From an optimization exercise on the open Yosys and OpenROAD flow, aimed at small area and a short achievable clock period; shortcuts taken in it are not production practice.
Where RTL was checked, it was by simulation tests only, not by an equivalence proof against the original.
For runs 1 and 3, only the layout was checked, not whether the RTL still works.
The flow treats the clock pin as an ideal source, which a real chip does not have.
No activity file was given, so power comes from the tool's default toggle rates.

**flow/design.v**
```verilog
module y86_dmem_nor2 (
    input  logic a,
    input  logic b,
    output logic y
);
    assign y = ~(a | b);
endmodule
module y86_dmem_predec (
    input  logic [4:0] a,
    output logic [3:0] lo_n,
    output logic [5:0] hi_n
);
    for (genvar j = 0; j < 4; j++) begin : g_lo
        assign lo_n[j] = ~(a[1:0] == 2'(j));
    end
    for (genvar k = 0; k < 6; k++) begin : g_hi
        assign hi_n[k] = ~(a[4:2] == 3'(k));
    end
endmodule
module y86_dmem_seldec (
    input  logic [3:0]  lo_n,
    input  logic [5:0]  hi_n,
    output logic [19:0] sel
);
    for (genvar i = 0; i < 20; i++) begin : g_sel
        y86_dmem_nor2 u_n (.a(lo_n[(i + 1) % 4]), .b(hi_n[(i + 1) / 4]), .y(sel[i]));
    end
endmodule
module y86_dmem_dec (
    input  logic [4:0]  a,
    output logic [19:0] sel
);
    logic [3:0] lo_n;
    logic [5:0] hi_n;
    y86_dmem_predec u_p (.a(a), .lo_n(lo_n), .hi_n(hi_n));
    y86_dmem_seldec u_s (.lo_n(lo_n), .hi_n(hi_n), .sel(sel));
endmodule
module y86_dmem_aoi222 (
    input  logic a1, a2, b1, b2, c1, c2,
    output logic y
);
    assign y = ~((a1 & a2) | (b1 & b2) | (c1 & c2));
endmodule
module y86_dmem_rdbit (
    input  logic [19:0] sel,
    input  logic [19:0] d,
    input  logic        en,
    output logic        q
);
    logic [6:0] t;
    for (genvar k = 0; k < 6; k++) begin : g_aoi
        y86_dmem_aoi222 u_g (
            .a1(sel[3*k]), .a2(d[3*k]), .b1(sel[3*k+1]), .b2(d[3*k+1]),
            .c1(sel[3*k+2]), .c2(d[3*k+2]), .y(t[k])
        );
    end
    assign t[6] = ~((sel[18] & d[18]) | (sel[19] & d[19]));
    assign q = (~&t[3:0] | ~&t[6:4]) & en;
endmodule
module y86_dmem_rdbit_noen (
    input  logic [19:0] sel,
    input  logic [19:0] d,
    output logic        q
);
    logic [6:0] t;
    for (genvar k = 0; k < 6; k++) begin : g_aoi
        y86_dmem_aoi222 u_g (
            .a1(sel[3*k]), .a2(d[3*k]), .b1(sel[3*k+1]), .b2(d[3*k+1]),
            .c1(sel[3*k+2]), .c2(d[3*k+2]), .y(t[k])
        );
    end
    assign t[6] = ~((sel[18] & d[18]) | (sel[19] & d[19]));
    assign q = ~&t[3:0] | ~&t[6:4];
endmodule
module y86_dmem_wrmux (
    input  logic        we,
    input  logic        hold,
    input  logic [63:0] wd,
    input  logic [63:0] q,
    output logic [63:0] d
);
    assign d = (wd & {64{we}}) | (q & {64{hold}});
endmodule
module y86_data_mem (
    input  logic        clk,
    input  logic        res,
    input  logic        req,
    input  logic        read,
    input  logic        write,
    input  logic [63:0] addr,
    input  logic [63:0] data,
    output logic        ready,
    output logic        done,
    output logic [63:0] valM,
    output logic        memerr,
    output logic        err_sticky,
    input  logic [63:0] dbg_addr,
    output logic [63:0] dbg_data
);
    logic [20*64-1:0] mem_q, mem_d;
    logic        ready_q, done_q, memerr_q, err_sticky_q;
    logic [4:0]  cnt_q;     
    logic [3:0]  rlo_n_q;
    logic [5:0]  rhi_n_q;
    logic        a_hi0, in_range, op_err, wr_ok, rd_ok;
    assign a_hi0    = ~|addr[63:5];
    assign in_range = a_hi0 && (addr[4:0] != 5'd0) && (addr[4:0] <= 5'd20);
    assign op_err   = (read & write) | ((read | write) & ~in_range);
    assign wr_ok    = write & ~read & in_range;
    assign rd_ok    = read & ~write & in_range;
    logic        wr_go, ld;
    logic [4:0]  wa;
    logic [19:0] wsel, we, hold;
    assign wr_go = ready_q & req & wr_ok;
    assign ld    = wr_go | ~ready_q;
    assign wa    = ready_q ? addr[4:0] : cnt_q;
    y86_dmem_dec u_wdec (.a(wa), .sel(wsel));
    for (genvar i = 0; i < 20; i++) begin : g_ent
        assign we[i]   = wr_go & wsel[i];
        assign hold[i] = ~(ld & wsel[i]);
        y86_dmem_wrmux u_wr (
            .we(we[i]), .hold(hold[i]), .wd(data), .q(mem_q[64*i +: 64]), .d(mem_d[64*i +: 64])
        );
    end
    always_ff @(posedge clk) mem_q <= mem_d;
    always_ff @(posedge clk or posedge res) begin
        if (res) begin
            ready_q <= 1'b0;
            cnt_q   <= 5'd1;
        end else begin
            cnt_q   <= cnt_q + 5'd1;
            if (cnt_q == 5'd20) ready_q <= 1'b1;
        end
    end
    logic [3:0]  alo_n;
    logic [5:0]  ahi_n;
    y86_dmem_predec u_apre (.a(addr[4:0]), .lo_n(alo_n), .hi_n(ahi_n));
    always_ff @(posedge clk or posedge res) begin
        if (res) begin
            done_q       <= 1'b0;
            memerr_q     <= 1'b0;
            err_sticky_q <= 1'b0;
            rlo_n_q      <= '1;
            rhi_n_q      <= '1;
        end else begin
            done_q <= req & ready_q;
            if (req & ready_q) begin
                memerr_q     <= op_err;
                err_sticky_q <= err_sticky_q | op_err;
                rlo_n_q      <= alo_n;
                rhi_n_q      <= rd_ok ? ahi_n : 6'h3f;
            end
        end
    end
    logic d_hi0;
    assign d_hi0 = ~|dbg_addr[63:5];
    for (genvar s = 0; s < 4; s++) begin : g_slice
        logic [19:0] dsel, rsel;
        y86_dmem_dec u_ddec (.a(dbg_addr[4:0]), .sel(dsel));
        y86_dmem_seldec u_rdec (.lo_n(rlo_n_q), .hi_n(rhi_n_q), .sel(rsel));
        for (genvar b = 16 * s; b < 16 * s + 16; b++) begin : g_bit
            logic [19:0] mb;
            for (genvar i = 0; i < 20; i++) begin : g_mb
                assign mb[i] = mem_q[64*i + b];
            end
            y86_dmem_rdbit_noen u_rd  (.sel(rsel), .d(mb), .q(valM[b]));
            y86_dmem_rdbit      u_dbg (.sel(dsel), .d(mb), .en(d_hi0), .q(dbg_data[b]));
        end
    end
    assign ready      = ready_q;
    assign done       = done_q;
    assign memerr     = memerr_q;
    assign err_sticky = err_sticky_q;
endmodule
```
**flow/constraint.sdc**
```tcl
create_clock -name core_clock -period 6.0 [get_ports {clk}]
set_input_delay 1.2000 -clock core_clock [delete_from_list [all_inputs] [get_ports {clk}]]
set_output_delay 1.2000 -clock core_clock [all_outputs]
set_load 0.01 [all_outputs]
```
**flow/standard.sh**
```bash
#!/bin/bash
# synth_recipe.tcl (not shown) runs the flow's synth.tcl, then flattens the netlist and writes it again
# the make line also repeats each setting of config.mk as NAME=value (left out here)
make -C /OpenROAD-flow-scripts/flow DESIGN_CONFIG=/design/flow/config.mk WORK_HOME=/design/flow/orfs CLKGATE_MAP_FILE= SYNTH_SCRIPT=/design/flow/synth_recipe.tcl "${@:-finish}"
```
**flow/config.mk**
```make
export PLATFORM = sky130hd
export DESIGN_NAME = y86_data_mem
export DESIGN_NICKNAME = y86_data_mem
export VERILOG_FILES = /design/flow/design.v
export SDC_FILE = /design/flow/constraint.sdc
export NUM_CORES = 4
export LEC_CHECK = 0
export CAP_MARGIN = 20
export CORE_MARGIN = 2
export CORE_UTILIZATION = 40
export CTS_CLUSTER_DIAMETER = 80
export CTS_CLUSTER_SIZE = 25
export SETUP_SLACK_MARGIN = 2.0
export SLEW_MARGIN = 20
export SYNTH_HIERARCHICAL = 1
export TNS_END_PERCENT = 10
```
**flow/flow/run.sh**
```bash
#!/bin/bash
# Standard synthesis and layout, with small port buffers, Yosys/ABC's buffers removed
# before placement (repair_design re-buffers what needs it), and timing repair free to
# resize gates across footprints.
set -euo pipefail
bash standard.sh \
  'BUFFER_PORTS_ARGS=-buffer_cell sky130_fd_sc_hd__buf_1' \
  REMOVE_ABC_BUFFERS=1 \
  MATCH_CELL_FOOTPRINT=0 \
  finish > standard.log 2>&1
```
==> impl_metrics.py, run 1 <==
metrics = {
    "critical_path": {
        "r2r_setup_slack_ns": 2.56,
        "crit_arrival_ns": 3.42,
        "reg2reg_depth": 7,
        "cp_slowest_stage_delay_ns": 0.42,
        "crit_type": "input port to output pin",
        "r2r_start": "ready_q",
        "cp_max_fo": 16,
        "crit_cells": 9,
        "crit_path_start": "dbg_addr[3]",
        "cpMaxStageDelayCell": "o31a_1",
        "path_delay_family": "compound AO/OA/AOI/OAI gates",
        "rr_endpoint": "mem_q[1178]",
        "crit_required_ns": 4.80,
        "timing.critical_path.buf_inv": 4,
        "crit_end": "dbg_data[29]",
        "end_kind": "output pin",
        "startpoint_type": "input port",
        "path_cells": "buf_4, buf_2, or3b_4, nor2_1, buf_6, a222oi_1, nand4_1, o31a_1, buf_1",
    },
    "synth": {
        "synthXorXnorAreaFrac_pct": 0.0489,
        "synth-edff-count": 0,
        "synthTopCellsByCount": "dfxtp_1 (1280), a22o_1 (1264), a222oi_1 (768)",
        "synth_ff_type": "dfxtp_1",
        "synth_mux_area_share_pct": 0.0419,
        "yosysTopAreaCell": "dfxtp_1",
        "seq_area_frac_synth_pct": 48.6,
        "synth_cell_types": 39,
        "mappedNetlistArea_sq_um": 53700,
        "synth_compound_area_share_pct": 39.2,
        "synth_top_family_by_area": "compound AO/OA/AOI/OAI gates",
        "syn_inst": 4461,
        "avgSynthCellArea_sq_um": 12.0,
        "yosys_warnings": 7,
        "yosysMostFrequentCell": "dfxtp_1",
        "ys_ff_latch": 1299,
        "synth_top_area_share_pct": 47.7,
        "async_flop_share_pct": 1.46,
        "synth-simple-area-share_pct": 6.13,
        "synthAdderAreaFrac_pct": 0.0466,
        "yosys-top-cells-area": "dfxtp_1 (48%), a22o_1 (21%), a222oi_1 (14%), buf_6 (5.9%), nand4_1 (1.5%)",
    },
    "placement": {
        "dp_hpwl_mm": 139,
        "dp_slack_ns": 0.870,
        "placement.io_buffers": 328,
        "placed_cells": 6505,
        "place_congestion": 0.924,
    },
    "timing": {
        "relSlewSlack_pct": 20.8,
        "setup_viol": 0,
        "fin_tns_setup_ns": 0,
        "rsz0062_at_grt": "true",
        "layout_min_cycle_time_ns": 4.62,
        "finalHoldViolCount": 0,
        "fin_crit_sh_pct": 76.9,
        "timing.final.ws_setup_ns": 1.38,
        "maxSlewViolCount": 0,
        "finalClockSkew_ns": 0.0354,
        "worst_pin_slew_ns": 1.19,
        "max_freq_ghz": 0.217,
    },
    "clock_network": {
        "holdBufCountCts": 0,
        "cts.path.max_buffers": 3,
        "cts_buffers": 60,
        "path_clk_slew_ns": 0.10,
        "root_buffer": "clkbuf_16",
        "h-tree-depth": 2,
        "tritoncts": "yes",
        "clk-insertion-delay-late_ns": 0.74,
        "cts_sinks": 1299,
    },
    "floorplan": {
        "ios": 329,
        "fp.dieArea_sq_um": 137000,
        "std_cell_rows": 134,
        "fp.dieW_microns": 370,
        "initial_core_util_pct": 40.3,
        "core_sq_um": 133000,
        "die_y_microns": 370,
    },
    "route": {
        "viasPerCell": 7.71,
        "drt_first_pass_iters": 17,
        "wl_met2_mm": 102,
        "dr_total_vias": 51000,
        "drt-initial-drc-count": 11600,
        "met3WireLength_mm": 36.5,
        "drc": 0,
        "dr.max_layer_used": "met5",
        "ant_nets": 0,
        "wire_per_inst_microns": 37.0,
        "drt-total-wl_mm": 245,
        "met1_length_mm": 91.6,
    },
    "finish": {
        "final_nets": 5022,
        "layout.cells.non_filler": 6614,
        "final_core_util_pct": 44.0,
        "nFillCells": 12500,
        "layout-drive-gt1-share_pct": 13.1,
        "syn_to_final_growth_pct": 9.33,
    },
    "power_and_ir_drop": {
        "pwr-share-clk_pct": 34.9,
        "peakVddDrop_v": 0.000268,
        "power.switching_mw": 3.30,
        "p_comb_share_pct": 2.9,
        "netSwitchingFraction_pct": 23.7,
        "p_leak_nw": 20.7,
        "p_per_area_nw_per_um2": 237,
        "finalPower_mw": 13.9,
        "intPower_mw": 10.6,
        "seq_power_share_pct": 62.2,
    },
    "grt": {
        "grt.total_usage_pct": 33.2,
        "antenna_found_initial": 24,
        "grt_pass1_vias": 46900,
        "grt_start_max_net_pins": 65,
        "grt-ovfl-total": 0,
        "grt_pass1_wl_mm": 340,
    },
    "worst_hold_path": {
        "hold_path.class": "register to register",
    },
    "status": {
        "run_status": "complete, no violations",
    },
    "job": {
        "maxCapViolCount": 0,
    },
}
worst register-to-register path: cells and delay by family, from the launching register on:
kind                   cells  cell delay (ns)
DFF                        1             0.47
buffers and inverters      3             1.28
AOI/OAI and AO/OA          2             0.73
and+or+nand+nor            2             0.85
power by group through the flow:
stage                     registers, mW  logic (mW)  clock network (mW)
after floorplan                    8.83      0.0679                   0
after global placement             8.84       0.356                   0
after detailed placement           8.84       0.360                   0
after CTS                          8.65       0.367                4.87
after global routing               8.65       0.420                5.17
final                              8.65       0.408                4.85
layout make-up:
type | count | area [sq um] | share of cell area [%]
timing repair buffer | 587 | 3820 | 6.51
sequential | 1299 | 26100 | 44.5
tap | 1768 | 2210 | 3.77
multi-input combinational | 2870 | 24900 | 42.4
antenna | 6 | 15.0 | 0.0256
clock inverter | 11 | 124 | 0.211
clock buffer | 68 | 1550 | 2.64
inverter | 5 | 18.8 | 0.0320
timing repair:
action                                  in CTS  in global routing
gates cloned                                 3                  7
endpoints found under the setup margin     156                357
resized for setup                           73                102
pin swaps                                    7                 17
buffers inserted                             4                  6
Yosys stat by module, one instance, submodules excluded, a selection:
module	copies in the design	cell area [sq um]
y86_data_mem	1	27000
y86_dmem_rdbit_noen	64	27.5
y86_dmem_rdbit	64	27.5
y86_dmem_nor2	180	3.75
y86_dmem_predec	6	70.1
y86_dmem_aoi222	768	10.0
y86_dmem_wrmux	20	723
cell families after synthesis:
group | after synthesis
buffers and inverters | 292
XOR/XNOR | 3
AND/OR/NAND/NOR | 607
multiplexers | 2
AO/OA/AOI/OAI | 2256
flip-flops | 1299
adder cells (fa/ha/maj) | 2
worst min path at each step:
stage / cells past startpoint / from / endpoint / slack (ns)
after floorplan: 1 / mem_q[1000] / mem_q[1000] / 0.46
after CTS: 1 / mem_q[101] / mem_q[101] / 0.51
after global routing: 1 / mem_q[837] / mem_q[837] / 0.52
after global placement: 1 / mem_q[436] / mem_q[436] / 0.47
after detailed placement: 1 / mem_q[205] / mem_q[205] / 0.47
final: 1 / mem_q[285] / mem_q[285] / 0.51
metrics by stage:
stage	hold WS, ns	cell area (sq um)
4_1_cts	0.506	58200
2_1_floorplan	0.460	50500
3_5_place_dp	0.475	56300
3_3_place_gp	0.472	56300
5_1_grt	0.516	58700
6_report	0.507	58700
sequential cells by signal (all words and copies together), names as in the netlist:
register	flops
rlo_n_q	4
memerr_q	1
cnt_q	5
done_q	1
err_sticky_q	1
mem_q	1280
rhi_n_q	6
ready_q	1
layer usage:
metal	vias to the layer above	track usage, %
met1	24900	43.2
li1	20500	-
met5	-	0
met3	962	11.1
met4	36	16.5
met2	4603	48.9
layout by cell type (no fill, tap or decap), types with 5 or more instances in the layout:
| master | instances |
|---|---|
| and2_4 | 20 |
| a22o_1 | 1264 |
| or2_2 | 7 |
| inv_1 | 5 |
| dfrtp_1 | 8 |
| a22oi_2 | 64 |
| or3_1 | 6 |
| dfxtp_1 | 1280 |
| nand3b_1 | 12 |
| nand2_4 | 20 |
| nor4_1 | 23 |
| dfstp_2 | 11 |
| o31a_1 | 64 |
| nand2b_1 | 12 |
| a22o_2 | 80 |
| o22a_1 | 6 |
| clkbuf_2 | 11 |
| buf_6 | 21 |
| clkbuf_16 | 67 |
| or3b_1 | 9 |
| a222oi_1 | 768 |
| clkbuf_1 | 7 |
| nand2_1 | 85 |
| buf_4 | 207 |
| buf_12 | 29 |
| nand4_1 | 133 |
| nor2_2 | 19 |
| buf_2 | 23 |
| diode_2 | 6 |
| or3b_4 | 9 |
| and4_1 | 64 |
| nor2_1 | 149 |
| buf_1 | 286 |
| nor2_4 | 17 |
==> inputs of run 2 (changes only) <==
--- a/flow/design.v
+++ b/flow/design.v
@@ -4,6 +4,44 @@
     output logic y
 );
     assign y = ~(a | b);
+endmodule
+module y86_dmem_nor3 (
+    input  logic a, b, c,
+    output logic y
+);
+    assign y = ~(a | b | c);
+endmodule
+module y86_dmem_nor4 (
+    input  logic a, b, c, d,
+    output logic y
+);
+    assign y = ~(a | b | c | d);
+endmodule
+module y86_dmem_nand3 (
+    input  logic a, b, c,
+    output logic y
+);
+    assign y = ~(a & b & c);
+endmodule
+module y86_dmem_nand4 (
+    input  logic a, b, c, d,
+    output logic y
+);
+    assign y = ~(a & b & c & d);
+endmodule
+module y86_dmem_zero59 (
+    input  logic [58:0] x,
+    output logic [3:0]  z_n
+);
+    logic [14:0] g;    
+    for (genvar k = 0; k < 14; k++) begin : g_l1
+        y86_dmem_nor4 u_n (.a(x[4*k]), .b(x[4*k+1]), .c(x[4*k+2]), .d(x[4*k+3]), .y(g[k]));
+    end
+    y86_dmem_nor3 u_n14 (.a(x[56]), .b(x[57]), .c(x[58]), .y(g[14]));
+    for (genvar j = 0; j < 3; j++) begin : g_l2
+        y86_dmem_nand4 u_a (.a(g[4*j]), .b(g[4*j+1]), .c(g[4*j+2]), .d(g[4*j+3]), .y(z_n[j]));
+    end
+    y86_dmem_nand3 u_a3 (.a(g[12]), .b(g[13]), .c(g[14]), .y(z_n[3]));
 endmodule
 module y86_dmem_predec (
     input  logic [4:0] a,
@@ -152,10 +190,12 @@
             end
         end
     end
-    logic d_hi0;
-    assign d_hi0 = ~|dbg_addr[63:5];
+    logic [3:0] d_hi_n;
+    y86_dmem_zero59 u_dz (.x(dbg_addr[63:5]), .z_n(d_hi_n));
     for (genvar s = 0; s < 4; s++) begin : g_slice
         logic [19:0] dsel, rsel;
+        logic        d_hi0;    
+        y86_dmem_nor4 u_dz (.a(d_hi_n[0]), .b(d_hi_n[1]), .c(d_hi_n[2]), .d(d_hi_n[3]), .y(d_hi0));
         y86_dmem_dec u_ddec (.a(dbg_addr[4:0]), .sel(dsel));
         y86_dmem_seldec u_rdec (.lo_n(rlo_n_q), .hi_n(rhi_n_q), .sel(rsel));
         for (genvar b = 16 * s; b < 16 * s + 16; b++) begin : g_bit
==> impl_metrics.py, run 2 <==
metrics = {
    "route": {
        "wire_per_inst_microns": 35.7,
        "drc": 0,
        "ant_nets": 0,
        "drt_first_pass_iters": 12,
        "drt-initial-drc-count": 12100,
        "dr_total_vias": 51200,
        "drt-total-wl_mm": 240,
        "viasPerCell": 7.61,
    },
    "synth": {
        "synthTopCellsByCount": "dfxtp_1 (1280), a22o_1 (1264), a222oi_1 (768)",
        "mappedNetlistArea_sq_um": 53900,
        "synth-edff-count": 0,
        "yosys-top-cells-area": "dfxtp_1 (48%), a22o_1 (21%), a222oi_1 (14%), buf_6 (5.9%), nand4_1 (1.6%)",
        "synth_top_area_share_pct": 47.6,
        "yosysTopAreaCell": "dfxtp_1",
        "seq_area_frac_synth_pct": 48.5,
        "syn_inst": 4463,
        "avgSynthCellArea_sq_um": 12.1,
        "yosysMostFrequentCell": "dfxtp_1",
        "synth_ff_type": "dfxtp_1",
        "synth_cell_types": 41,
        "ys_ff_latch": 1299,
        "yosys_warnings": 7,
        "async_flop_share_pct": 1.46,
    },
    "placement": {
        "placed_cell_area_sq_um": 56300,
        "place_congestion": 0.897,
        "placement.io_buffers": 328,
        "dp_hpwl_mm": 135,
    },
    "power_and_ir_drop": {
        "p_per_area_nw_per_um2": 241,
        "p_leak_nw": 21.5,
        "pwr-share-clk_pct": 37.4,
        "peakVddDrop_v": 0.000171,
        "finalPower_mw": 14.6,
        "netSwitchingFraction_pct": 24.0,
        "seq_power_share_pct": 59.3,
        "power.switching_mw": 3.49,
        "p_comb_share_pct": 3.3,
        "intPower_mw": 11.1,
    },
    "clock_network": {
        "h-tree-depth": 3,
        "path_clk_slew_ns": 0.10,
        "clk-insertion-delay-late_ns": 0.70,
        "cts_buffers": 68,
        "cts.path.max_buffers": 3,
        "cts_sinks": 1299,
        "root_buffer": "clkbuf_16",
        "holdBufCountCts": 0,
        "tritoncts": "yes",
    },
    "timing": {
        "finalClockSkew_ns": 0.0382,
        "maxSlewViolCount": 0,
        "setup_viol": 0,
        "relSlewSlack_pct": 16.4,
        "fin_tns_setup_ns": 0,
        "max_freq_ghz": 0.224,
        "worst_pin_slew_ns": 1.25,
        "layout_min_cycle_time_ns": 4.47,
        "rsz0062_at_grt": "true",
        "finalHoldViolCount": 0,
        "fin_crit_sh_pct": 74.4,
    },
    "critical_path": {
        "crit_required_ns": 4.80,
        "crit_top_cell": "buf_8",
        "path_delay_family": "compound AO/OA/AOI/OAI gates",
        "r2r_start": "ready_q",
        "crit_path_start": "dbg_addr[4]",
        "startpoint_type": "input port",
        "cp_slowest_stage_delay_ns": 0.40,
        "crit_arrival_ns": 3.27,
        "cp_max_fo": 8,
        "path_cells": "buf_12, buf_8, or3b_4, nor2_4, buf_6, buf_8, a222oi_1, nand4_1, o31a_1, buf_2",
        "cpMaxStageDelayCell": "o31a_1",
        "end_kind": "output pin",
        "timing.critical_path.buf_inv": 5,
        "crit_type": "input port to output pin",
        "r2r_setup_slack_ns": 2.47,
    },
    "finish": {
        "regMostFlops": "mem_q",
        "reg.largest.list": "mem_q (1280), rhi_n_q (6), cnt_q (5)",
        "syn_to_final_growth_pct": 12.3,
        "layout_commonest_cell": "dfxtp_1",
        "layout-drive-gt1-share_pct": 15.4,
        "mostFrequentLayoutCells": "dfxtp_1 (1280), a22o_1 (1264), a222oi_1 (768)",
        "largest_reg_flops": 1280,
        "final_nets": 5120,
        "stdcell_area_sq_um": 60500,
    },
    "worst_hold_path": {
        "min_from": "mem_q[316]",
        "hold_path.class": "register to register",
    },
    "status": {
        "run_status": "complete, no violations",
    },
    "grt": {
        "grt-ovfl-total": 0,
        "antenna_found_initial": 6,
        "grt_pass1_vias": 47700,
        "grt.total_usage_pct": 32.5,
        "grt_pass1_wl_mm": 335,
        "grt_start_max_net_pins": 65,
    },
    "floorplan": {
        "core_sq_um": 134000,
        "std_cell_rows": 134,
        "die_y_microns": 371,
        "initial_core_util_pct": 40.3,
        "ios": 329,
        "fp.dieW_microns": 371,
        "fp.dieArea_sq_um": 138000,
    },
    "job": {
        "maxCapViolCount": 0,
    },
}
-- run 2: power groups by stage --
stage / registers, mW / clock network (mW) / logic [mW]
CTS: 8.64 / 5.45 / 0.389
global placement: 8.84 / 0 / 0.352
global route: 8.64 / 5.75 / 0.496
finish: 8.63 / 5.44 / 0.484
detailed placement: 8.84 / 0 / 0.357
floorplan: 8.83 / 0 / 0.0692
-- run 2: per-module statistics from Yosys (local to each module, per instance), excerpt --
module,area (sq um),flops+latches
y86_dmem_nand4,6.26,0
y86_dmem_predec,70.1,0
y86_dmem_nand3,5.00,0
y86_data_mem,26800,1299
y86_dmem_rdbit,27.5,0
y86_dmem_rdbit_noen,27.5,0
y86_dmem_nor2,3.75,0
y86_dmem_nor4,12.5,0
y86_dmem_aoi222,10.0,0
y86_dmem_nor3,10.0,0
y86_dmem_wrmux,723,0
-- run 2: worst paths after layout --
kind / endpoint / depth (start not counted)
setup reg to reg: mem_q[1140] / 6
max in group asynchronous: cnt_q[2] / 2
hold reg to reg: mem_q[316] / 1
min in group asynchronous: done_q / 2
hold / removal: mem_q[316] / 1
setup / recovery: dbg_data[8] / 10
-- run 2: area by class of cell --
cell class              count  area (sq um)
diodes                      4          10.0
clock buffers              81          1850
clock inverters            22           246
fillers                 12200         73100
inverters                   5          18.8
multi-input cells        2872         25100
flip-flops and latches   1299         26100
well taps                1768          2210
repair buffers            675          4890
-- run 2: what timing repair did --
action / 4_1_cts / 5_1_grt
setup buffers: 22 / 76
hold endpoints to repair: 0 / 0
gates cloned: 6 / 10
pin swaps: 48 / 112
setup endpoints to repair: 138 / 468
gates resized for setup: 128 / 142
-- run 2: kinds of logic after synthesis --
kind of cell               share of synthesized area, %
DFF                                                48.5
adders and majority gates                        0.0465
and+or+nand+nor                                    6.35
AOI/OAI and AO/OA                                  39.1
muxes                                            0.0418
buffers and inverters                              5.95
xor gates and xnor gates                         0.0488
-- run 2: worst register-to-register path: cells and delay by family (launching register included) --
kind	cells	cell delay (ns)
AOI/OAI and AO/OA	2	0.69
buffers and inverters	2	1.03
DFF	1	0.60
and+or+nand+nor	2	1.11
-- run 2: per-layer routing --
layer / vias up / share of wire (%) / track usage, %
li1: 20800 / - / -
met1: 25100 / 39 / 43.2
met2: 4511 / 41 / 46.4
met3: 839 / 15 / 12.0
met4: 8 / 5.0 / 15.5
met5: - / 0.022 / 0.105
-- run 2: per-stage QoR --
stage / hold WS, ns / cells / utilization [%] / setup WS [ns]
floorplan: 0.460 / 4176 / - / 0.200
finish: 0.501 / 6726 / 45.3 / 1.53
detailed placement: 0.478 / 6500 / 42.1 / 0.918
global route: 0.518 / 6723 / 45.3 / 1.55
CTS: 0.504 / 6631 / 44.2 / 1.60
global placement: 0.473 / 6500 / 42.1 / 0.950
==> inputs of run 3 (changes only) <==
--- a/flow/design.v
+++ b/flow/design.v
@@ -63,6 +63,48 @@
     for (genvar i = 0; i < 20; i++) begin : g_sel
         y86_dmem_nor2 u_n (.a(lo_n[(i + 1) % 4]), .b(hi_n[(i + 1) / 4]), .y(sel[i]));
     end
+endmodule
+module y86_dmem_inv (
+    input  logic a,
+    output logic y
+);
+    assign y = ~a;
+endmodule
+module y86_dmem_nand2 (
+    input  logic a, b,
+    output logic y
+);
+    assign y = ~(a & b);
+endmodule
+module y86_dmem_fpredec (
+    input  logic [4:0] a,
+    output logic [3:0] lo_n,
+    output logic [5:0] hi_n
+);
+    logic [4:0] an;
+    for (genvar b = 0; b < 5; b++) begin : g_inv
+        y86_dmem_inv u_i (.a(a[b]), .y(an[b]));
+    end
+    for (genvar j = 0; j < 4; j++) begin : g_lo
+        y86_dmem_nand2 u_n (
+            .a(j[0] ? a[0] : an[0]), .b(j[1] ? a[1] : an[1]), .y(lo_n[j])
+        );
+    end
+    for (genvar k = 0; k < 6; k++) begin : g_hi
+        y86_dmem_nand3 u_n (
+            .a(k[0] ? a[2] : an[2]), .b(k[1] ? a[3] : an[3]), .c(k[2] ? a[4] : an[4]),
+            .y(hi_n[k])
+        );
+    end
+endmodule
+module y86_dmem_fdec (
+    input  logic [4:0]  a,
+    output logic [19:0] sel
+);
+    logic [3:0] lo_n;
+    logic [5:0] hi_n;
+    y86_dmem_fpredec u_p (.a(a), .lo_n(lo_n), .hi_n(hi_n));
+    y86_dmem_seldec  u_s (.lo_n(lo_n), .hi_n(hi_n), .sel(sel));
 endmodule
 module y86_dmem_dec (
     input  logic [4:0]  a,
@@ -196,7 +238,7 @@
         logic [19:0] dsel, rsel;
         logic        d_hi0;    
         y86_dmem_nor4 u_dz (.a(d_hi_n[0]), .b(d_hi_n[1]), .c(d_hi_n[2]), .d(d_hi_n[3]), .y(d_hi0));
-        y86_dmem_dec u_ddec (.a(dbg_addr[4:0]), .sel(dsel));
+        y86_dmem_fdec u_ddec (.a(dbg_addr[4:0]), .sel(dsel));
         y86_dmem_seldec u_rdec (.lo_n(rlo_n_q), .hi_n(rhi_n_q), .sel(rsel));
         for (genvar b = 16 * s; b < 16 * s + 16; b++) begin : g_bit
             logic [19:0] mb;
==> impl_metrics.py, run 3 <==
metrics = {
    "route": {
        "drt-total-wl_mm": 241,
        "drc": 0,
        "dr_total_vias": 51400,
        "met1_length_mm": 92.3,
        "wl_met2_mm": 99.3,
        "drt-initial-drc-count": 12000,
        "wire_per_inst_microns": 35.6,
        "met3WireLength_mm": 37.3,
        "drt_first_pass_iters": 15,
        "dr.max_layer_used": "met5",
        "viasPerCell": 7.59,
        "ant_nets": 0,
    },
    "placement": {
        "placed_cells": 6503,
        "dp_hpwl_mm": 136,
        "place_congestion": 0.875,
        "placement.io_buffers": 328,
        "placed_cell_area_sq_um": 56200,
    },
    "grt": {
        "grt_pass1_vias": 47400,
        "grt.total_usage_pct": 32.4,
        "grt-ovfl-total": 0,
        "grt_start_max_net_pins": 65,
        "antenna_found_initial": 18,
        "grt_pass1_wl_mm": 334,
    },
    "critical_path": {
        "crit_type": "input port to output pin",
        "cp_max_fo": 9,
        "crit_required_ns": 4.80,
        "end_kind": "output pin",
        "crit_arrival_ns": 3.32,
        "path_cells": "buf_8, inv_1, nand3_2, nor2_4, buf_4, a222oi_1, nand4_1, o31a_1, clkbuf_2",
        "reg2reg_depth": 6,
        "cp_slowest_stage_delay_ns": 0.42,
        "cpMaxStageDelayCell": "o31a_1",
        "startpoint_type": "input port",
    },
    "synth": {
        "avgSynthCellArea_sq_um": 12.0,
        "async_flop_share_pct": 1.46,
        "syn_inst": 4483,
        "yosysTopAreaCell": "dfxtp_1",
        "ys_ff_latch": 1299,
        "synth_cell_types": 41,
        "yosysMostFrequentCell": "dfxtp_1",
        "synth-edff-count": 0,
        "synthTopCellsByCount": "dfxtp_1 (1280), a22o_1 (1264), a222oi_1 (768)",
        "yosys_warnings": 7,
        "mappedNetlistArea_sq_um": 53800,
        "seq_area_frac_synth_pct": 48.5,
        "synth_top_area_share_pct": 47.6,
        "synth_ff_type": "dfxtp_1",
        "yosys-top-cells-area": "dfxtp_1 (48%), a22o_1 (21%), a222oi_1 (14%), buf_6 (5.9%), nand4_1 (1.6%)",
    },
    "timing": {
        "fin_crit_sh_pct": 75.3,
        "maxSlewViolCount": 0,
        "finalClockSkew_ns": 0.0311,
        "relSlewSlack_pct": 17.3,
        "whs_ns": 0.506,
        "layout_min_cycle_time_ns": 4.52,
        "setup_viol": 0,
        "worst_pin_slew_ns": 1.24,
        "rsz0062_at_grt": "true",
        "fin_tns_setup_ns": 0,
        "max_freq_ghz": 0.221,
        "finalHoldViolCount": 0,
    },
    "worst_hold_path": {
        "min_path_cells": 1,
        "hold_path.class": "register to register",
    },
    "clock_network": {
        "cts_sinks": 1299,
        "cts_buffers": 60,
        "tritoncts": "yes",
        "clk-insertion-delay-late_ns": 0.75,
        "holdBufCountCts": 0,
        "path_clk_slew_ns": 0.10,
        "cts.path.max_buffers": 3,
        "h-tree-depth": 2,
        "root_buffer": "clkbuf_16",
    },
    "status": {
        "run_status": "complete, no violations",
    },
    "floorplan": {
        "initial_core_util_pct": 40.3,
        "std_cell_rows": 134,
        "fp.dieArea_sq_um": 138000,
        "core_sq_um": 133000,
        "ios": 329,
        "fp.dieW_microns": 371,
        "die_y_microns": 371,
    },
    "finish": {
        "layout_commonest_cell": "dfxtp_1",
        "nFillCells": 12100,
        "layout-drive-gt1-share_pct": 17.0,
        "stdcell_area_sq_um": 61300,
        "reg.largest.list": "mem_q (1280), rhi_n_q (6), cnt_q (5)",
        "final_nets": 5182,
        "regMostFlops": "mem_q",
        "largest_reg_flops": 1280,
        "layout.cells.non_filler": 6779,
        "mostFrequentLayoutCells": "dfxtp_1 (1280), a22o_1 (1264), a222oi_1 (768)",
        "syn_to_final_growth_pct": 13.8,
    },
    "power_and_ir_drop": {
        "finalPower_mw": 14.2,
        "p_leak_nw": 21.8,
        "peakVddDrop_v": 0.000218,
        "p_per_area_nw_per_um2": 231,
    },
    "job": {
        "maxCapViolCount": 0,
    },
}
[run 3: cell count changes after synthesis, sizes merged]
cell    delta
nand3     +24
inv       +20
nand2     +12
or3b      -12
nand2b     -8
nand3b     -8
or2        -4
or3        -4
[run 3: final timing paths]
path                       slack (ns)      endpoint        start
min in group asynchronous        0.73      memerr_q          res
min reg2reg                      0.51    mem_q[474]   mem_q[474]
max reg2reg                      2.57     mem_q[21]      ready_q
min                              0.51    mem_q[474]   mem_q[474]
max                              1.48  dbg_data[19]  dbg_addr[2]
max in group asynchronous        4.79      cnt_q[4]          res
[run 3: through the flow]
step / setup WS [ns] / util, %
after global routing: 1.52 / 45.9
final: 1.48 / 45.9
after floorplan: 0.200 / -
after global placement: 0.971 / 42.1
after detailed placement: 0.897 / 42.1
after CTS: 1.68 / 44.7
[run 3: worst max-delay path: cells and delay by family]
kind / cells / cell delay (ns)
buf+inv: 4 / 0.89
compound gates: 2 / 0.55
simple gates: 3 / 0.66
[run 3: repair_timing]
action	4_1_cts	5_1_grt
endpoints found under the setup margin	436	945
hold endpoints to repair	0	0
resized for setup	248	215
cloned	17	18
setup buffers	71	78
pin swaps	134	144
[run 3: modules after synthesis, one instance, submodules excluded, a selection]
module           cells  flip-flops and latches  times used  area [sq um]
y86_data_mem      1424                    1299           1         26800
y86_dmem_wrmux      78                       0          20           723
y86_dmem_predec     10                       0           2          70.1
y86_dmem_nor4        1                       0          18          12.5
y86_dmem_aoi222      1                       0         768          10.0
y86_dmem_nand4       1                       0           3          6.26
y86_dmem_nand3       1                       0          25          5.00
y86_dmem_inv         1                       0          20          3.75
[run 3: area by class of cell]
| class | instances | area [sq um] | share of cell area [%] |
|---|---|---|---|
| antenna | 10 | 25.0 | 0.0408 |
| clock buffer | 70 | 1630 | 2.66 |
| clock inverter | 10 | 148 | 0.241 |
| inverter | 25 | 128 | 0.208 |
| multi-input combinational | 2873 | 25400 | 41.5 |
| sequential | 1299 | 26100 | 42.7 |
| tap | 1768 | 2210 | 3.61 |
| timing repair buffer | 724 | 5590 | 9.12 |
[run 3: cells by family (layout without fill, tap and decap cells)]
logic type	count (synthesis)	in the layout	synth area share (%)
AOI/OAI and AO/OA	2256	2256	39.1
xor gates and xnor gates	3	3	0.0488
adders and majority gates	2	2	0.0465
buffers and inverters	312	829	6.09
DFF	1299	1299	48.5
muxes	2	2	0.0418
other	0	10	0
and+or+nand+nor	609	610	6.17
[run 3: per-layer routing]
metal	up-vias	track usage, %
met5	-	1.05
met4	14	14.9
met3	719	11.3
met2	4511	46.2
met1	25300	43.6
li1	20900	-
[run 3: where the power goes]
part | internal, mW | switching [mW] | leakage [nW]
clock network | 2.04 | 2.96 | 0.871
logic | 0.134 | 0.387 | 10.5
registers | 8.62 | 0.00982 | 10.5
total | 10.8 | 3.36 | 21.8
==> inputs of run 4 (changes only) <==
--- a/flow/design.v
+++ b/flow/design.v
@@ -63,48 +63,6 @@
     for (genvar i = 0; i < 20; i++) begin : g_sel
         y86_dmem_nor2 u_n (.a(lo_n[(i + 1) % 4]), .b(hi_n[(i + 1) / 4]), .y(sel[i]));
     end
-endmodule
-module y86_dmem_inv (
-    input  logic a,
-    output logic y
-);
-    assign y = ~a;
-endmodule
-module y86_dmem_nand2 (
-    input  logic a, b,
-    output logic y
-);
-    assign y = ~(a & b);
-endmodule
-module y86_dmem_fpredec (
-    input  logic [4:0] a,
-    output logic [3:0] lo_n,
-    output logic [5:0] hi_n
-);
-    logic [4:0] an;
-    for (genvar b = 0; b < 5; b++) begin : g_inv
-        y86_dmem_inv u_i (.a(a[b]), .y(an[b]));
-    end
-    for (genvar j = 0; j < 4; j++) begin : g_lo
-        y86_dmem_nand2 u_n (
-            .a(j[0] ? a[0] : an[0]), .b(j[1] ? a[1] : an[1]), .y(lo_n[j])
-        );
-    end
-    for (genvar k = 0; k < 6; k++) begin : g_hi
-        y86_dmem_nand3 u_n (
-            .a(k[0] ? a[2] : an[2]), .b(k[1] ? a[3] : an[3]), .c(k[2] ? a[4] : an[4]),
-            .y(hi_n[k])
-        );
-    end
-endmodule
-module y86_dmem_fdec (
-    input  logic [4:0]  a,
-    output logic [19:0] sel
-);
-    logic [3:0] lo_n;
-    logic [5:0] hi_n;
-    y86_dmem_fpredec u_p (.a(a), .lo_n(lo_n), .hi_n(hi_n));
-    y86_dmem_seldec  u_s (.lo_n(lo_n), .hi_n(hi_n), .sel(sel));
 endmodule
 module y86_dmem_dec (
     input  logic [4:0]  a,
@@ -238,7 +196,7 @@
         logic [19:0] dsel, rsel;
         logic        d_hi0;    
         y86_dmem_nor4 u_dz (.a(d_hi_n[0]), .b(d_hi_n[1]), .c(d_hi_n[2]), .d(d_hi_n[3]), .y(d_hi0));
-        y86_dmem_fdec u_ddec (.a(dbg_addr[4:0]), .sel(dsel));
+        y86_dmem_dec u_ddec (.a(dbg_addr[4:0]), .sel(dsel));
         y86_dmem_seldec u_rdec (.lo_n(rlo_n_q), .hi_n(rhi_n_q), .sel(rsel));
         for (genvar b = 16 * s; b < 16 * s + 16; b++) begin : g_bit
             logic [19:0] mb;
==> flow/flow/run.sh (replaced) <==
#!/bin/bash
# Standard synthesis and layout, with small port buffers, Yosys/ABC's buffers removed
# before placement (repair_design re-buffers what needs it), timing repair free to resize
# gates across footprints, and an extra sizing-only timing repair after clock tree
# synthesis (flow/upsize.tcl). Each tool's output goes to a log file of its own here.
set -euo pipefail
ARGS=(
  'BUFFER_PORTS_ARGS=-buffer_cell sky130_fd_sc_hd__buf_1'
  REMOVE_ABC_BUFFERS=1
  MATCH_CELL_FOOTPRINT=0
)
bash standard.sh "${ARGS[@]}" cts > standard_to_cts.log 2>&1
UPSIZE_MARGIN=2.0 openroad -no_init -exit flow/upsize.tcl > upsize.log 2>&1
bash standard.sh "${ARGS[@]}" finish > standard.log 2>&1
==> flow/flow/upsize.tcl (new file) <==
# Extra timing repair after clock tree synthesis: gate sizing and pin swaps only (no new
# buffers), on every endpoint short of the margin, then placement legalised again.
set P $::env(FLOW_HOME)/platforms/sky130hd
set R orfs/results/sky130hd/y86_data_mem/base
read_liberty $P/lib/sky130_fd_sc_hd__tt_025C_1v80.lib
read_db $R/4_cts.odb
read_sdc $R/4_cts.sdc
source $P/setRC.tcl
set_dont_use [get_lib_cells {sky130_fd_sc_hd__probe* sky130_fd_sc_hd__lpflow*}]
estimate_parasitics -placement
puts "before: wns [worst_slack -max] area [rsz::design_area]"
repair_timing -setup -setup_margin $::env(UPSIZE_MARGIN) -repair_tns 100 -sequence "sizeup,swap" -verbose
detailed_placement
check_placement -verbose
estimate_parasitics -placement
puts "after: wns [worst_slack -max] area [rsz::design_area]"
write_db $R/4_cts.odb
==> impl_metrics.py, run 4 <==
metrics = {
    "status": {
        "run_status": "complete, no violations",
    },
    "route": {
        "drt-initial-drc-count": 12200,
        "viasPerCell": 7.62,
        "drt_first_pass_iters": 14,
        "drc": 0,
        "wire_per_inst_microns": 35.7,
        "drt-total-wl_mm": 238,
        "dr_total_vias": 50900,
        "ant_nets": 0,
    },
    "floorplan": {
        "die_y_microns": 371,
        "initial_core_util_pct": 40.3,
        "fp.dieW_microns": 371,
        "core_sq_um": 134000,
        "fp.dieArea_sq_um": 138000,
        "ios": 329,
        "std_cell_rows": 134,
    },
    "finish": {
        "layout.cells.non_filler": 6682,
        "largest_reg_flops": 1280,
        "syn_to_final_growth_pct": 12.8,
        "mostFrequentLayoutCells": "dfxtp_1 (1280), a22o_1 (1264), a222oi_1 (768)",
        "stdcell_area_sq_um": 60800,
        "reg.largest.list": "mem_q (1280), rhi_n_q (6), cnt_q (5)",
        "regMostFlops": "mem_q",
        "final_nets": 5079,
        "layout-drive-gt1-share_pct": 16.6,
        "layout_commonest_cell": "dfxtp_1",
    },
    "synth": {
        "avgSynthCellArea_sq_um": 12.1,
        "yosysMostFrequentCell": "dfxtp_1",
        "syn_inst": 4463,
        "yosys-top-cells-area": "dfxtp_1 (48%), a22o_1 (21%), a222oi_1 (14%), buf_6 (5.9%), nand4_1 (1.6%)",
        "synth_ff_type": "dfxtp_1",
        "mappedNetlistArea_sq_um": 53900,
        "synth_top_area_share_pct": 47.6,
        "yosys_warnings": 7,
        "synthTopCellsByCount": "dfxtp_1 (1280), a22o_1 (1264), a222oi_1 (768)",
        "yosysTopAreaCell": "dfxtp_1",
        "synth-edff-count": 0,
        "synth_cell_types": 41,
        "ys_ff_latch": 1299,
        "seq_area_frac_synth_pct": 48.5,
        "async_flop_share_pct": 1.46,
    },
    "timing": {
        "max_freq_ghz": 0.224,
        "relSlewSlack_pct": 12.8,
        "fin_tns_setup_ns": 0,
        "worst_pin_slew_ns": 1.31,
        "fin_crit_sh_pct": 74.3,
        "layout_min_cycle_time_ns": 4.46,
        "setup_viol": 0,
        "finalClockSkew_ns": 0.0369,
        "rsz0062_at_grt": "true",
        "finalHoldViolCount": 0,
        "maxSlewViolCount": 0,
        "timing.final.ws_setup_ns": 1.54,
    },
    "clock_network": {
        "holdBufCountCts": 0,
        "clk-insertion-delay-late_ns": 0.70,
        "path_clk_slew_ns": 0.09,
        "cts_buffers": 68,
        "root_buffer": "clkbuf_16",
        "tritoncts": "yes",
        "cts.path.max_buffers": 3,
        "cts_sinks": 1299,
        "h-tree-depth": 3,
    },
    "critical_path": {
        "crit_arrival_ns": 3.26,
        "r2r_setup_slack_ns": 2.39,
        "crit_required_ns": 4.80,
        "end_kind": "output pin",
        "reg2reg_depth": 6,
        "cp_max_fo": 8,
        "startpoint_type": "input port",
        "crit_type": "input port to output pin",
    },
    "worst_hold_path": {
        "hold_path.class": "register to register",
        "min_path_cells": 1,
    },
    "placement": {
        "placed_cell_area_sq_um": 56300,
        "placement.io_buffers": 328,
        "place_congestion": 0.897,
        "dp_slack_ns": 0.918,
        "placed_cells": 6500,
        "dp_hpwl_mm": 135,
    },
    "power_and_ir_drop": {
        "peakVddDrop_v": 0.000170,
        "p_per_area_nw_per_um2": 239,
        "p_leak_nw": 21.5,
    },
    "grt": {
        "grt-ovfl-total": 0,
        "grt_start_max_net_pins": 65,
        "grt.total_usage_pct": 32.6,
        "grt_pass1_wl_mm": 336,
        "antenna_found_initial": 5,
        "grt_pass1_vias": 48000,
    },
    "job": {
        "maxCapViolCount": 0,
    },
}
-- run 4: layout make-up --
cell class                 instances  area (sq um)
fill                           12200         72900
sequential                      1299         26100
multi-input combinational       2872         25400
timing repair buffer             634          4880
tap                             1768          2210
clock buffer                      81          1850
clock inverter                    22           246
inverter                           5          18.8
antenna                            1          2.50
-- run 4: worst max-delay path: stages --
cell and delay [ns]:
buf_12 0.12, buf_8 0.13, or3b_4 0.27, nor2_4 0.04
buf_6 0.14, buf_8 0.13, a222oi_1 0.39, nand4_1 0.26
o31a_1 0.40, buf_2 0.16
-- run 4: cell families after synthesis --
| family | synth area share, % |
|---|---|
| AO/OA/AOI/OAI | 39.1 |
| XOR/XNOR | 0.0488 |
| adder cells (fa/ha/maj) | 0.0465 |
| buffers and inverters | 5.95 |
| flip-flops | 48.5 |
| multiplexers | 0.0418 |
| AND/OR/NAND/NOR | 6.35 |
-- run 4: layer usage --
layer  vias to the layer above  track usage [%]  routed length (microns)
met2                      4562             46.8                    97900
met4                         6             15.1                    11700
met3                       807             11.8                    37100
met5                         -            0.140                       75
met1                     24800             43.3                    91600
li1                      20700                -                        -
-- run 4: what timing repair did --
| action | CTS | global route |
|---|---|---|
| buffers inserted | 22 | 41 |
| setup endpoints to repair | 138 | 381 |
| gates cloned | 6 | 2 |
| gates resized for setup | 128 | 70 |
| pin swaps | 48 | 78 |
-- run 4: through the flow --
stage	power (mW)	util [%]	hold slack, ns
3_3_place_gp	9.19	42.1	0.473
5_1_grt	14.9	45.5	0.519
2_1_floorplan	8.90	-	0.460
4_1_cts	14.5	44.2	0.504
6_report	14.5	45.5	0.501
3_5_place_dp	9.20	42.1	0.478
-- run 4: per-module statistics from Yosys, one instance, submodules excluded, a selection --
module,copies in the design,flip-flops and latches
y86_data_mem,1,1299
y86_dmem_rdbit,64,0
y86_dmem_rdbit_noen,64,0
y86_dmem_nor4,18,0
y86_dmem_aoi222,768,0
y86_dmem_nand4,3,0
y86_dmem_nand3,1,0
y86_dmem_nor2,180,0
-- run 4: power breakdown --
| part | leakage (nW) | switching, mW | total (mW) | internal, mW |
|---|---|---|---|---|
| clock network | 1.02 | 3.10 | 5.42 | 2.32 |
| logic | 9.94 | 0.334 | 0.442 | 0.108 |
| registers | 10.5 | 0.0315 | 8.66 | 8.62 |
| total | 21.5 | 3.47 | 14.5 | 11.0 |
-- run 4: path summary, 6_finish.rpt --
| kind | from | to |
|---|---|---|
| worst max-delay path | dbg_addr[4] | dbg_data[8] |
| worst min-delay path | mem_q[316] | mem_q[316] |
| worst max register to register | ready_q | mem_q[1133] |
| worst min register to register | mem_q[316] | mem_q[316] |
| max in group asynchronous | res | cnt_q[2] |
| min in group asynchronous | res | done_q |

[what the ideal ports hide]
Ports are ideal in the flow. The routed layouts listed here were re-timed in OpenROAD. Step 1: set_driving_cell puts a clkbuf_16 on clk and a buf_2 on each other input, an assumption about the parent block. Step 2 moves the port delays by t, midway between the first and last clock arrival at a register: inputs arrive t later, outputs are due t later. That takes back most of the time a late clock gives input paths. a / b / c = ideal / step 1 / step 2; a / b = the first two.
run	t, ns	setup WS [ns]	hold WS [ns]	worst setup path at the end
run 1	0.802	1.384 / 1.163 / 0.999	0.507 / 0.507 / 0.507	input to register
run 2	0.758	1.534 / 1.318 / 1.051	0.501 / 0.501 / 0.501	input to register
run 3	0.810	1.481 / 1.431 / 1.065	0.506 / 0.506 / 0.506	input to register
run 4	0.757	1.542 / 1.363 / 1.040	0.501 / 0.501 / 0.501	input to register
After both steps every run listed still meets setup and hold. The setup slack of run 4, which loses most, moves by -0.179 ns with the drivers and by -0.502 ns with both steps.
